Context: an optimization exercise on an open-source flow, tuned for small area, a short achievable clock period and few clock cycles per item. The choices shown serve that exercise and are no tape-out recipe.

==> trial 45: inputs <==
==> flow/design.v (excerpt) <==
module mvm_accum (
    input  logic        clk,
    input  logic        rst,
    input  logic        clr,
    input  logic        s_valid,
    output logic        s_ready,
    input  logic [15:0] s_x,
    input  logic [47:0] s_w,
    output logic        m_valid,
    input  logic        m_ready,
    output logic [47:0] m_data,
    output logic [2:0]  m_ovf
);
export LEC_CHECK = 0
export CAP_MARGIN = 20
export CORE_MARGIN = 2
export CORE_UTILIZATION = 40
export CTS_BUF_LIST = sky130_fd_sc_hd__clkbuf_8
export SLEW_MARGIN = 20
export SYNTH_HIERARCHICAL = 1
create_clock -name core_clock -period 9.0 [get_ports {clk}]
standard.sh (not shown) runs the stock make flow with config.mk's settings and CLKGATE_MAP_FILE= SYNTH_SCRIPT=/design/flow/synth_recipe.tcl, a recipe that flattens the netlist after the stock synthesis.
==> flow/flow/run.sh <==
#!/bin/bash
set -euo pipefail
MARGIN=$(cat flow/margin.txt)
bash standard.sh SETUP_SLACK_MARGIN=$MARGIN finish > orfs_make.log 2>&1
==> flow/flow/margin.txt <==
5.8
==> trial 92: changes against trial 45 <==
--- a/flow/design.v
+++ b/flow/design.v
@@ -297,23 +297,23 @@
     mvm_fa u_t116 (.a(t71s), .b(t69c), .c(t72s), .s(t116s), .co(t116c));
     wire t117s, t117c;
     mvm_fa u_t117 (.a(t71c), .b(t73s), .c(t74s), .s(t117s), .co(t117c));
     wire t118s, t118c;
     mvm_fa u_t118 (.a(t75s), .b(t73c), .c(t74c), .s(t118s), .co(t118c));
     wire t119s, t119c;
-    mvm_fa u_t119 (.a(t77s), .b(t75c), .c(t78s), .s(t119s), .co(t119c));
+    mvm_ffa u_t119 (.a(t77s), .b(t75c), .c(t78s), .s(t119s), .co(t119c));
     wire t120s, t120c;
-    mvm_fa u_t120 (.a(t79s), .b(t77c), .c(t80s), .s(t120s), .co(t120c));
+    mvm_ffa u_t120 (.a(t79s), .b(t77c), .c(t80s), .s(t120s), .co(t120c));
     wire t121s, t121c;
-    mvm_fa u_t121 (.a(t81s), .b(t79c), .c(t82s), .s(t121s), .co(t121c));
+    mvm_ffa u_t121 (.a(t81s), .b(t79c), .c(t82s), .s(t121s), .co(t121c));
     wire t122s, t122c;
-    mvm_fa u_t122 (.a(t83s), .b(t81c), .c(t84s), .s(t122s), .co(t122c));
+    mvm_ffa u_t122 (.a(t83s), .b(t81c), .c(t84s), .s(t122s), .co(t122c));
     wire t123s, t123c;
-    mvm_fa u_t123 (.a(t85s), .b(t83c), .c(t86s), .s(t123s), .co(t123c));
+    mvm_ffa u_t123 (.a(t85s), .b(t83c), .c(t86s), .s(t123s), .co(t123c));
     wire t124s, t124c;
-    mvm_fa u_t124 (.a(t87s), .b(t85c), .c(t88s), .s(t124s), .co(t124c));
+    mvm_ffa u_t124 (.a(t87s), .b(t85c), .c(t88s), .s(t124s), .co(t124c));
     wire t125s, t125c;
     mvm_fa u_t125 (.a(t89s), .b(t87c), .c(t90s), .s(t125s), .co(t125c));
     wire t126s, t126c;
     mvm_fa u_t126 (.a(t91s), .b(t92s), .c(t89c), .s(t126s), .co(t126c));
     wire t127s, t127c;
     mvm_fa u_t127 (.a(t93s), .b(t91c), .c(t94s), .s(t127s), .co(t127c));
@@ -357,31 +357,31 @@
     mvm_fa u_t146 (.a(t70s), .b(t115s), .c(t114c), .s(t146s), .co(t146c));
     wire t147s, t147c;
     mvm_fa u_t147 (.a(t70c), .b(t116s), .c(t115c), .s(t147s), .co(t147c));
     wire t148s, t148c;
     mvm_fa u_t148 (.a(t72c), .b(t117s), .c(t116c), .s(t148s), .co(t148c));
     wire t149s, t149c;
-    mvm_fa u_t149 (.a(t76s), .b(t118s), .c(t117c), .s(t149s), .co(t149c));
+    mvm_ffa u_t149 (.a(t76s), .b(t118s), .c(t117c), .s(t149s), .co(t149c));
     wire t150s, t150c;
-    mvm_fa u_t150 (.a(t76c), .b(t119s), .c(t118c), .s(t150s), .co(t150c));
+    mvm_ffa u_t150 (.a(t76c), .b(t119s), .c(t118c), .s(t150s), .co(t150c));
     wire t151s, t151c;
-    mvm_fa u_t151 (.a(t78c), .b(t120s), .c(t119c), .s(t151s), .co(t151c));
+    mvm_ffa u_t151 (.a(t78c), .b(t120s), .c(t119c), .s(t151s), .co(t151c));
     wire t152s, t152c;
-    mvm_fa u_t152 (.a(t80c), .b(t121s), .c(t120c), .s(t152s), .co(t152c));
+    mvm_ffa u_t152 (.a(t80c), .b(t121s), .c(t120c), .s(t152s), .co(t152c));
     wire t153s, t153c;
-    mvm_fa u_t153 (.a(t82c), .b(t122s), .c(t121c), .s(t153s), .co(t153c));
+    mvm_ffa u_t153 (.a(t82c), .b(t122s), .c(t121c), .s(t153s), .co(t153c));
     wire t154s, t154c;
-    mvm_fa u_t154 (.a(t84c), .b(t123s), .c(t122c), .s(t154s), .co(t154c));
+    mvm_ffa u_t154 (.a(t84c), .b(t123s), .c(t122c), .s(t154s), .co(t154c));
     wire t155s, t155c;
-    mvm_fa u_t155 (.a(t86c), .b(t124s), .c(t123c), .s(t155s), .co(t155c));
+    mvm_ffa u_t155 (.a(t86c), .b(t124s), .c(t123c), .s(t155s), .co(t155c));
     wire t156s, t156c;
-    mvm_fa u_t156 (.a(t125s), .b(t88c), .c(t124c), .s(t156s), .co(t156c));
+    mvm_ffa u_t156 (.a(t125s), .b(t88c), .c(t124c), .s(t156s), .co(t156c));
     wire t157s, t157c;
-    mvm_fa u_t157 (.a(t90c), .b(t126s), .c(t125c), .s(t157s), .co(t157c));
+    mvm_ffa u_t157 (.a(t90c), .b(t126s), .c(t125c), .s(t157s), .co(t157c));
     wire t158s, t158c;
-    mvm_fa u_t158 (.a(t92c), .b(t127s), .c(t126c), .s(t158s), .co(t158c));
+    mvm_ffa u_t158 (.a(t92c), .b(t127s), .c(t126c), .s(t158s), .co(t158c));
     wire t159s, t159c;
     mvm_fa u_t159 (.a(t94c), .b(t128s), .c(t127c), .s(t159s), .co(t159c));
     wire t160s, t160c;
     mvm_fa u_t160 (.a(t96c), .b(t129s), .c(t128c), .s(t160s), .co(t160c));
     wire t161s, t161c;
     mvm_fa u_t161 (.a(t130s), .b(t98c), .c(t129c), .s(t161s), .co(t161c));
@@ -477,12 +477,24 @@
     end
 endmodule
 module mvm_fa (input logic a, b, c, output logic s, co);
     assign s  = a ^ b ^ c;
     assign co = (a & b) | (a & c) | (b & c);
 endmodule
+module mvm_ffa (input logic a, b, c, output logic s, co);
+    logic p;
+    mvm_xor2 u_p (.a(a), .b(b), .y(p));
+    mvm_xor2 u_s (.a(p), .b(c), .y(s));
+    mvm_maj3 u_c (.a(a), .b(b), .c(c), .y(co));
+endmodule
+module mvm_xor2 (input logic a, b, output logic y);
+    assign y = a ^ b;
+endmodule
+module mvm_maj3 (input logic a, b, c, output logic y);
+    assign y = (a & b) | (a & c) | (b & c);
+endmodule
 module mvm_ha (input logic a, b, output logic s, co);
     assign s  = a ^ b;
     assign co = a & b;
 endmodule
 module mvm_accum (
     input  logic        clk,
@@ -498,14 +510,16 @@
     output logic [2:0]  m_ovf
 );
     logic [1:0] bc;           
     logic       iv;           
     logic       ilast;        
     logic       afull;        
+    logic       s_busy;       
+    assign s_ready = ~s_busy;
     wire acc_b  = s_valid & s_ready & ~clr;
-    wire o_load = afull & (~m_valid | m_ready);
+    wire o_load = afull & ~m_valid;
     wire [1:0] bc_n    = clr ? 2'd0 : acc_b ? ((bc == 2'd2) ? 2'd0 : bc + 2'd1) : bc;
     wire       afull_n = ~clr & ((iv & ilast) | (afull & ~o_load));
     wire       mval_n  = ~clr & (o_load | (m_valid & ~m_ready));
     wire [16:0] xe = {s_x, 1'b0};
     logic [7:0] eneg, eone, etwo;
     always_comb begin
@@ -519,20 +533,20 @@
         if (rst) begin
             bc      <= 2'd0;
             iv      <= 1'b0;
             ilast   <= 1'b0;
             afull   <= 1'b0;
             m_valid <= 1'b0;
-            s_ready <= 1'b1;
+            s_busy  <= 1'b0;
         end else begin
             bc      <= bc_n;
             iv      <= acc_b;
             ilast   <= acc_b & (bc == 2'd2);
             afull   <= afull_n;
             m_valid <= mval_n;
-            s_ready <= (bc_n != 2'd0) | (~mval_n & ~afull_n);
+            s_busy  <= (bc_n == 2'd0) & (mval_n | afull_n);
         end
     end
     for (genvar l = 0; l < 3; l++) begin : g_lane
         mvm_lane u_lane (
             .clk    (clk),
             .acc_b  (acc_b),
==> flow/flow/run.sh (replaced) <==
#!/bin/bash
set -euo pipefail
mapfile -t KNOBS < <(grep -v '^\s*\(#\|$\)' flow/knobs.txt)
bash standard.sh "${KNOBS[@]}" finish > orfs_make.log 2>&1
==> flow/flow/knobs.txt (new file) <==
SETUP_SLACK_MARGIN=5.8
MATCH_CELL_FOOTPRINT=0
BUFFER_PORTS_ARGS=-buffer_cell sky130_fd_sc_hd__buf_2
- CTS_BUF_LIST: sky130_fd_sc_hd__clkbuf_8 -> default
removed: flow/flow/margin.txt
==> flow_summary.ini <==
[hold_path]
hold_end = afull$_DFF_PP0_

[timing]
period_needed_ns = 3.40

[placement]
post-place-ws_ns = 4.71

[yosys]
syn_inst = 3081

[setup_path]
r2r_slack_ns = 5.60
worst-path-buf-inv = 1

[pwr]
seq-power_uw = 2810
p_total_uw = 12300

[status]
outcome = no timing/DRC/antenna violations

[cells_and_area]
buffer_area_share_pct = 6.39
(the above is from trial 45)
==> flow_summary.ini <==
[status]
outcome = no timing/DRC/antenna violations

[hold_path]
hold_end = ilast$_DFF_PP0_
hold_start = bc[0]$_DFF_PP0_

[yosys]
syn_inst = 3176

[pwr]
seq-power_uw = 2780

[timing]
period_needed_ns = 3.18

[setup_path]
worst-path-buf-inv = 2
r2r_slack_ns = 5.82

[placement]
post-place-ws_ns = 5.40
(the above is from trial 92)
No functional check of the RTL was part of any run of this note.

-- separate check: timing with driven ports --
No port has a modelled driver above. Below, the same layouts with a new extraction and two added sets of constraints. Step 1: set_driving_cell puts a clkbuf_16 on clk and a buf_2 on each other input, an assumption about the parent block. Step 2 also shifts input and output timing later by t, the mid clock arrival at the registers, as if the neighbouring blocks saw the same clock. Slacks: no drivers / after step 1 / after step 2; pairs: no drivers / after step 1.
| run | shift t [ns] | setup WS [ns] | clock arrival spread, ns | slew at the worst register clock pin (ns) |
|---|---|---|---|---|
| trial 45 | 0.720 | 5.596 / 5.596 / 5.407 | 0.055 / 0.054 | 0.06 / 0.06 |
| trial 92 | 0.668 | 5.818 / 5.818 / 5.818 | 0.026 / 0.026 | 0.06 / 0.06 |
After both steps setup and hold are still met in every run listed. For trial 45, which loses most, drivers alone change the setup slack by 0.000 ns; drivers and shift together by -0.189 ns.
